Source: an optimization exercise on an open RTL-to-GDS flow (aim: small area, a short achievable clock period and few clock cycles per item). Production flows keep margins and buffers that such runs may drop. Only simulation tests tie the RTL to the original design; equivalence was not proved.

## garnet
Design date_difference_days_top, start of the top module:
module date_difference_days_top #(
  parameter int unsigned YEAR_MAX = 9999
) (
  input  logic                      clk_i,
  input  logic                      rst_ni,
  input  logic                      valid_i,
  output logic                      stall_o,
  input  logic [dd_pkg::DAY_W-1:0]   first_day_i,
  input  logic [dd_pkg::MONTH_W-1:0] first_month_i,
  input  logic [dd_pkg::YEAR_W-1:0]  first_year_i,
  input  logic [dd_pkg::DAY_W-1:0]   second_day_i,
  input  logic [dd_pkg::MONTH_W-1:0] second_month_i,
  input  logic [dd_pkg::YEAR_W-1:0]  second_year_i,
  output logic                      valid_o,
  input  logic                      stall_i,
  output logic [dd_pkg::DIFF_W-1:0]  day_difference_o
);
Size in the first run: about 100 flip-flops, ~75 I/O pins, roughly 10000 µm² of cells after synthesis.
export LEC_CHECK = 0
export CAP_MARGIN = 20
export CORE_MARGIN = 2
export CORE_UTILIZATION = 70
export CTS_BUF_LIST = sky130_fd_sc_hd__clkbuf_8
export GPL_ROUTABILITY_DRIVEN = 0
export GPL_TIMING_DRIVEN = 0
export SETUP_SLACK_MARGIN = 1.5
export SLEW_MARGIN = 20
export SYNTH_HIERARCHICAL = 1
export SYNTH_MINIMUM_KEEP_SIZE = 0
export TNS_END_PERCENT = 30
create_clock -name core_clock -period 5.5 [get_ports {clk_i}]
standard.sh (not shown) runs the stock make flow with config.mk's settings and CLKGATE_MAP_FILE= SYNTH_SCRIPT=/design/flow/synth_recipe.tcl, a recipe that flattens the netlist after the stock synthesis.
==> flow/flow/run.sh <==
#!/bin/bash
# Standard layout, with the port buffers made of sky130_fd_sc_hd__buf_2 cells instead of the
# buffer_ports default. All output goes to flow.log in the work folder.
set -o pipefail
export BUFFER_PORTS_ARGS="-buffer_cell sky130_fd_sc_hd__buf_2"
bash standard.sh > flow.log 2>&1
Testbench counts of garnet, summed over its fixed seeds: cycles 12,016, items 12,000.
Modified inputs, pepper compared to garnet
# garnet
export LEC_CHECK = 0
export CAP_MARGIN = 20
export CORE_MARGIN = 2
export CORE_UTILIZATION = 70
export CTS_BUF_LIST = sky130_fd_sc_hd__clkbuf_8
export GPL_ROUTABILITY_DRIVEN = 0
export GPL_TIMING_DRIVEN = 0
export SETUP_SLACK_MARGIN = 1.5
export SLEW_MARGIN = 20
export SYNTH_HIERARCHICAL = 1
export SYNTH_MINIMUM_KEEP_SIZE = 0
export TNS_END_PERCENT = 30
create_clock -name core_clock -period 5.5 [get_ports {clk_i}]
# pepper
export LEC_CHECK = 0
export CAP_MARGIN = 20
export CORE_MARGIN = 2
export CORE_UTILIZATION = 70
export CTS_BUF_LIST = sky130_fd_sc_hd__clkbuf_8
export GPL_ROUTABILITY_DRIVEN = 0
export GPL_TIMING_DRIVEN = 0
export SETUP_SLACK_MARGIN = 1.5
export SLEW_MARGIN = 20
export SYNTH_HIERARCHICAL = 1
export SYNTH_MINIMUM_KEEP_SIZE = 0
create_clock -name core_clock -period 5.5 [get_ports {clk_i}]
## What came out
On transition time at the pin with the least slew margin, garnet tracks pepper almost exactly.
The utilization on pepper is in line with that on garnet.
garnet and pepper ended up with nearly the same number of filler cells placed in the layout.
The period utilization on pepper is in line with that on garnet.
Taking garnet as the reference, in pepper share of the synthesized area in compound gates (AO/OA/AOI/OAI) held, detail-routed via count per cell went up 0.018, final area held, fmax held.
Between pepper and garnet, the worst setup slack does not differ in any meaningful way.

---

Another version of the RTL of date_difference_days_top (not shown whole).
Size in the first run: about 960 cells after synthesis, about 100 flip-flops, ~75 I/O pins, roughly 11,000 um^2 of cells after synthesis.
clock: 5.5 ns
lec_check: 0
cap_margin: 20
core_margin: 2
core_utilization: 80
gpl_routability_driven: 0
gpl_timing_driven: 0
setup_slack_margin: 1.5
slew_margin: 20
synth_hierarchical: 1
synth_minimum_keep_size: 0
Scripts as last shown in full above: flow/flow/run.sh
The first run ran to the end with no violations.
Testbench counts at the start, summed over its fixed seeds: cycles 12,016, items 12,000.
Edit:
- CORE_UTILIZATION: 80 -> 70
- CTS_BUF_LIST: default -> sky130_fd_sc_hd__clkbuf_8
- CTS_CLUSTER_DIAMETER: default -> 100
- CTS_CLUSTER_SIZE: default -> 30
What happened: The changed run finished with timing, DRC and antenna clean. Hold slack improves by 0.010 ns. Final area falls slightly. Clock-buffer cell count rises by 1. Worst setup slack improves by 0.19 ns. Critical path depth falls by 1. Sequential share of layout area rises by 0.13 points. Die area rises by roughly a tenth. Utilization falls by 12 points. Global-route usage falls by 7.6 points.
Edit:
- CTS_BUF_LIST: sky130_fd_sc_hd__clkbuf_8 -> default
- CTS_CLUSTER_DIAMETER: 100 -> default
- CTS_CLUSTER_SIZE: 30 -> default
Outcome: Register-to-register slack is better by 0.02 ns; final cell count rose by 0.32%; routed wire length rose by 1.3%; maximum frequency fell by 1.1%; non-clock buffer count rose by 4.
Edit:
- CTS_BUF_LIST: default -> sky130_fd_sc_hd__clkbuf_8
- SETUP_SLACK_MARGIN: 1.5 -> 1.7
Outcome: Wire length rises by 3.9%. Non-clock buffer count rises by 19. Setup slack degrades by 0.021 ns. Hold slack improves by 0.010 ns. Final area rises by 1.9%.
Edit:
- SETUP_SLACK_MARGIN: 1.7 -> 1.6
Effect: The new run went through all stages and came out clean. Cell area is lower by 2.0%. Worst setup slack improves by 0.064 ns. Global-route usage grows by 0.12 points. Cell count fell by 1.0%. Area after synthesis stays the same. Routed wire length drops by 3.2%. Fmax grows by 1.6%. Die area does not change.

---

Another version of the RTL of date_difference_days_top (not shown whole).
Size: roughly 1100 cells after synthesis, ~94 flip-flops, roughly 75 I/O pins, about 11000 µm² of cells after synthesis.
Settings: LEC_CHECK=0, ABC_CLOCK_PERIOD_IN_PS=1000, CAP_MARGIN=20, CORE_MARGIN=2, CORE_UTILIZATION=70, GPL_ROUTABILITY_DRIVEN=0, GPL_TIMING_DRIVEN=0, SETUP_SLACK_MARGIN=1.3, SLEW_MARGIN=20; clock period 5.5 ns.
Scripts as last shown in full above: flow/flow/run.sh
The starting point completed with no timing, DRC or antenna violations.
Testbench counts at the start, summed over its fixed seeds: cycles 12,016, items 12,000.
Rerun with:
--- a/flow/config.mk
+++ b/flow/config.mk
@@ -8 +8 @@
-export ABC_CLOCK_PERIOD_IN_PS = 1000
+export ABC_CLOCK_PERIOD_IN_PS = 4000
@@ -14 +14 @@
-export SETUP_SLACK_MARGIN = 1.3
+export SETUP_SLACK_MARGIN = 1.1
Result:
- The new run completed without violations
- via count falls by 2.4%
- sequential cell count stays the same
- core utilization falls by 1.3 points

---

Setup of JK:
date_difference_days_top, a different RTL version from the one above (not shown whole).
For scale: roughly 10,000 µm² of cells after synthesis.
export LEC_CHECK = 0
export CAP_MARGIN = 20
export CORE_MARGIN = 2
export CORE_UTILIZATION = 70
export GPL_ROUTABILITY_DRIVEN = 0
export GPL_TIMING_DRIVEN = 0
export SLEW_MARGIN = 20
create_clock -name core_clock -period 5.5 [get_ports {clk_i}]
Scripts as last shown in full above: flow/flow/run.sh
JK finished every stage; the final checks, however, were not passed, the failures being setup timing.
Inputs modified between JK and MS:
Settings: clearing GPL_TIMING_DRIVEN, which used to be 0; clearing GPL_ROUTABILITY_DRIVEN, which used to be 0.
==> flow/run.sh (new file) <==
#!/bin/bash
# synth_recipe.tcl (not shown) runs the flow's synth.tcl, then flattens the netlist and writes it again
# the make line also repeats each setting of config.mk as NAME=value (left out here)
make -C /OpenROAD-flow-scripts/flow DESIGN_CONFIG=/design/flow/config.mk WORK_HOME=/design/flow/orfs CLKGATE_MAP_FILE= SYNTH_SCRIPT=/design/flow/synth_recipe.tcl finish
removed: flow/flow/run.sh
removed: flow/standard.sh
==> comparison <==
The final report for MS shows a completed flow and a layout that fails verification, specifically setup timing.
JK → MS: via count normalized by instance count moved up, maximum number of pins on one net before global-route repair increased 1, met2 usage saw an increase.
Routed wire length: MS > JK
Max-slew headroom at the worst pin: MS vs JK up 5.4 points

## re-timing with driven ports
How much do the figures lean on ideal ports? The routed layouts below were timed once more, with nothing changed but the port constraints.
Step 1, drivers: a clkbuf_16 drives clk_i and a buf_2 each remaining input, both assumed.
Step 2 also shifts input and output timing later by t, the mid clock arrival at the registers, as if the neighbouring blocks saw the same clock.
Three values: no drivers, after step 1, after step 2; two values: the first two.
run | t, ns | setup slack, ns | worst setup path after step 2
garnet | 0.412 | 1.610 / 1.575 / 1.240 | input to register
pepper | 0.410 | 1.612 / 1.576 / 1.240 | input to register
the first run of note 2 | 0.393 | 1.396 / 1.420 / 1.028 | input to register
the second run of note 2 | 0.421 | 1.587 / 1.558 / 1.186 | input to register
the third run of note 2 | 0.391 | 1.544 / 1.543 / 1.152 | input to register
the fourth run of note 2 | 0.418 | 1.523 / 1.495 / 1.076 | input to register
the fifth run of note 2 | 0.421 | 1.587 / 1.568 / 1.158 | input to register
the first run of note 3 | 0.382 | 1.045 / 1.052 / 0.671 | input to register
the second run of note 3 | 0.397 | 1.050 / 1.052 / 0.655 | input to register
JK | 0.390 | -0.034 / -0.077 / -0.193 | input to register
MS | 0.396 | -0.190 / -0.236 / -0.220 | input to register
For the fourth run of note 2, which loses most, drivers alone change the setup slack by -0.028 ns; drivers and shift together by -0.447 ns.
